Context: an optimization exercise on an open-source flow, tuned for a short achievable clock period and few clock cycles per item. The choices shown serve that exercise and are no tape-out recipe. Only simulation tests tie the RTL to the original design; equivalence was not proved. No activity file was given, so power comes from the tool's default toggle rates.

==> flow/design.v (excerpt) <==
module cache_ctrl_fsm #(
  parameter int ADDR_W   = 32,
  parameter int INDEX_W  = 4,
  parameter int OFFSET_W = 4
) (
  input  logic                clk_i,
  input  logic                rst_i,
  input  logic                cpu_req_i,
  input  logic                cpu_we_i,
  input  logic [ADDR_W-1:0]   cpu_addr_i,
  output logic                cpu_ready_o,
  output logic                cpu_hit_o,
  output logic                busy_o,
  input  logic [1:0]          lru_way_i,
  output logic                lru_update_o,
  output logic [INDEX_W-1:0]  lru_set_o,
  output logic [1:0]          lru_access_way_o,
  output logic                mem_req_o,
  output logic                mem_we_o,
  output logic [ADDR_W-1:0]   mem_addr_o,
  input  logic                mem_ack_i,
  output logic                fill_pulse_o,
  output logic [15:0]         hit_count_o,
  output logic [15:0]         miss_count_o
);
make LEC_CHECK=0 ABC_CLOCK_PERIOD_IN_PS=2500 CAP_MARGIN=20 CORE_MARGIN=2 CORE_UTILIZATION=40 SETUP_SLACK_MARGIN=5 SLEW_MARGIN=20 finish   # period 8.0 ns
run.sh (not shown) runs the stock make flow with config.mk's settings and CLKGATE_MAP_FILE= SYNTH_SCRIPT=/design/flow/synth_recipe.tcl, a recipe that flattens the netlist after the stock synthesis.
Testbench counts at the start, summed over its fixed seeds: cycles 93,308, accesses 48,000.
Rerun with:
--- a/flow/design.v
+++ b/flow/design.v
@@ -30,12 +30,13 @@
   logic [TAG_W-1:0]   tag_mem_q [SETS][4];
   logic [3:0]         valid_q   [SETS];
   logic [3:0]         dirty_q   [SETS];
   logic [5:0]         lru_q     [SETS];    
   logic               r_valid_q, r_we_q;
   logic [TAG_W-1:0]   r_tag_q;
+  logic [TAG_W-1:0]   r_tagn_q;           
   logic [INDEX_W-1:0] r_set_q;
   logic [SETS-1:0]    r_soh_q;            
   logic               b_valid_q, b_we_q;
   logic [TAG_W-1:0]   b_tag_q;
   logic [INDEX_W-1:0] b_set_q;
   logic [3:0]         b_vld_q, b_dty_q;
@@ -231,22 +232,26 @@
       endcase
     end
   end
   always_ff @(posedge clk_i) begin
     r_we_q  <= cpu_we_i;
     r_tag_q <= cpu_addr_i[ADDR_W-1 -: TAG_W];
+    r_tagn_q <= ~cpu_addr_i[ADDR_W-1 -: TAG_W];
     r_set_q <= cpu_addr_i[OFFSET_W +: INDEX_W];
     for (int s = 0; s < SETS; s++) r_soh_q[s] <= (cpu_addr_i[OFFSET_W +: INDEX_W] == INDEX_W'(s));
     b_we_q    <= r_we_q;
     b_tag_q   <= r_tag_q;
     b_set_q   <= r_set_q;
     for (int s = 0; s < SETS; s++)
       for (int w = 0; w < 4; w++)
-      begin
+      if (s < SETS/2) begin
         b_ml_q[s][w] <= valid_q[s][w] & (tag_mem_q[s][w][TAG_W/2-1:0] == r_tag_q[TAG_W/2-1:0]);
         b_mh_q[s][w] <= (tag_mem_q[s][w][TAG_W-1:TAG_W/2] == r_tag_q[TAG_W-1:TAG_W/2]);
+      end else begin
+        b_ml_q[s][w] <= valid_q[s][w] & (tag_mem_q[s][w][TAG_W/2-1:0] == ~r_tagn_q[TAG_W/2-1:0]);
+        b_mh_q[s][w] <= (tag_mem_q[s][w][TAG_W-1:TAG_W/2] == ~r_tagn_q[TAG_W-1:TAG_W/2]);
       end
     b_soh_q    <= r_soh_q;
     b_fa_q     <= fa_s;
     b_fa_way_q <= u_way_q;
     b_fa_teq_q <= (u_tag_q == r_tag_q);
     b_vld_q   <= a_vld_s;
- The new run completed without violations
- worst setup slack is better by 39 ps
- routed wire length came out higher by about 1.5%
- clock skew came out lower by 32 ps
- final cell count came out higher by 0.69%
- sequential power barely changes
Testbench counts after the change, summed over its fixed seeds: cycles 93,308, accesses 48,000.

--- another note on this design; it stands on its own ---

## cache_ctrl_fsm
module cache_ctrl_fsm #(
  parameter int ADDR_W   = 32,
  parameter int INDEX_W  = 4,
  parameter int OFFSET_W = 4
) (
  input  logic                clk_i,
  input  logic                rst_i,
  input  logic                cpu_req_i,
  input  logic                cpu_we_i,
  input  logic [ADDR_W-1:0]   cpu_addr_i,
  output logic                cpu_ready_o,
  output logic                cpu_hit_o,
  output logic                busy_o,
  input  logic [1:0]          lru_way_i,
  output logic                lru_update_o,
  output logic [INDEX_W-1:0]  lru_set_o,
  output logic [1:0]          lru_access_way_o,
  output logic                mem_req_o,
  output logic                mem_we_o,
  output logic [ADDR_W-1:0]   mem_addr_o,
  input  logic                mem_ack_i,
  output logic                fill_pulse_o,
  output logic [15:0]         hit_count_o,
  output logic [15:0]         miss_count_o
);
  localparam int TAG_W = ADDR_W - INDEX_W - OFFSET_W;
  localparam int SETS  = 1 << INDEX_W;
  localparam int QW    = 4;             
  localparam int QD    = 1 << QW;       
  logic [TAG_W-1:0]   tag_mem_q [SETS][4];
  logic [3:0]         valid_q   [SETS];
  logic [3:0]         dirty_q   [SETS];
  logic [5:0]         lru_q     [SETS];    
  logic               r_valid_q, r_we_q;
  logic [TAG_W-1:0]   r_tag_q;
  logic [INDEX_W-1:0] r_set_q;
  logic [SETS-1:0]    r_soh_q;            
  logic               b_valid_q, b_we_q;
  logic [TAG_W-1:0]   b_tag_q;
  logic [INDEX_W-1:0] b_set_q;
  logic [3:0]         b_vld_q, b_dty_q;
  logic [3:0]         b_ml_q [SETS];      
  logic [3:0]         b_mh_q [SETS];      
  logic [SETS-1:0]    b_soh_q;
  logic               b_fa_q, b_fa_teq_q;  
  logic [1:0]         b_fa_way_q;
  logic [5:0]         b_lru_q;
  logic               b_seq_q, b_teq_q;   
  logic               u_valid_q, u_hit_q, u_we_q, u_vdirty_q;
  logic [INDEX_W-1:0] u_set_q;
  logic [1:0]         u_way_q;
  logic [TAG_W-1:0]   u_tag_q;
  logic [SETS-1:0]    u_soh_q;             
  logic [3:0]         u_woh_q;             
  logic [TAG_W-1:0]   u_otag_s;            
  logic               cq_hit_q [QD];
  logic [INDEX_W-1:0] cq_set_q [QD];
  logic [1:0]         cq_way_q [QD];
  logic [QW:0]        cq_wr_q, cq_rd_q;
  logic               mq_wb_q   [QD];
  logic [TAG_W-1:0]   mq_vtag_q [QD];
  ...
Settings: LEC_CHECK=0, ABC_CLOCK_PERIOD_IN_PS=2500, CAP_MARGIN=20, CORE_MARGIN=2, CORE_UTILIZATION=40, SETUP_SLACK_MARGIN=5, SLEW_MARGIN=20; clock period 8.0 ns.
run.sh (not shown) runs the stock make flow with config.mk's settings and CLKGATE_MAP_FILE= SYNTH_SCRIPT=/design/flow/synth_recipe.tcl, a recipe that flattens the netlist after the stock synthesis.
The starting point completed without violations.
Testbench counts at the start, summed over its fixed seeds: cycles 93,446, accesses 48,000.
Then changed:
Settings changed: ABC_CLOCK_PERIOD_IN_PS 2500 to 1500.
Final cell count stays the same. Design area is unchanged. Worst setup slack stays the same. Routed wire length stays the same. Critical path depth does not change. Synthesized cell count stays the same. Area after synthesis does not change. Core utilization stays the same. Via count is unchanged.


Another version of the RTL of cache_ctrl_fsm (not shown whole).
Size in the first run: roughly 9100 cells after synthesis, ~3300 flip-flops, ~120 I/O pins, about 140000 sq um of cells after synthesis.
make LEC_CHECK=0 ABC_CLOCK_PERIOD_IN_PS=2500 CAP_MARGIN=20 CORE_MARGIN=2 CORE_UTILIZATION=40 SETUP_SLACK_MARGIN=5 SLEW_MARGIN=20 finish   # period 8.0 ns
Testbench counts at the start, summed over its fixed seeds: cycles 93,446, accesses 48,000.
Next try:
Settings changed: ABC_CLOCK_PERIOD_IN_PS 2500 to not set, CORE_UTILIZATION 40 to 50.
Effect: Die area goes down by about a fifth; sequential share of layout area goes up by 0.42 points; sequential power barely changes; final cell count is lower by a few percent; maximum frequency rose slightly; global-route usage is higher by 7.4 points; core utilization rises by 11 points.

-- afterwards: timing with drivers on the ports --
How much do the figures lean on ideal ports? The routed layouts below were timed once more, with nothing changed but the port constraints.
Step 1 sets driving cells, clkbuf_16 on the clock port and buf_2 on the other inputs (assumed; they add their load-dependent delay and slew).
Step 2 also shifts input and output timing later by t, the mid clock arrival at the registers, as if the neighbouring blocks saw the same clock.
Slacks: ideal / step 1 / step 2; pairs: ideal / step 1.
| run | shift t [ns] | setup WS [ns] | worst setup path at the end | worst data-port slew with drivers (ns) | cell pins on the clock port's net |
|---|---|---|---|---|---|
| the first run of note 1 | 1.050 | 4.864 / 4.802 / 4.085 | input to register | 0.15 | 1 |
| the second run of note 1 | 1.069 | 4.903 / 4.777 / 4.130 | input to register | 0.11 | 1 |
| the first run of note 2 | 0.986 | 4.813 / 4.813 / 4.207 | input to register | 0.15 | 1 |
| the second run of note 2 | 0.986 | 4.813 / 4.813 / 4.207 | input to register | 0.15 | 1 |
| the first run of note 3 | 1.036 | 4.889 / 4.864 / 4.134 | input to register | 0.16 | 1 |
| the second run of note 3 | 1.023 | 4.906 / 4.858 / 4.337 | input to register | 0.05 | 1 |
After both steps setup and hold are still met in every run listed. The setup slack of the first run of note 1, which loses most, moves by -0.062 ns with the drivers and by -0.779 ns with both steps.
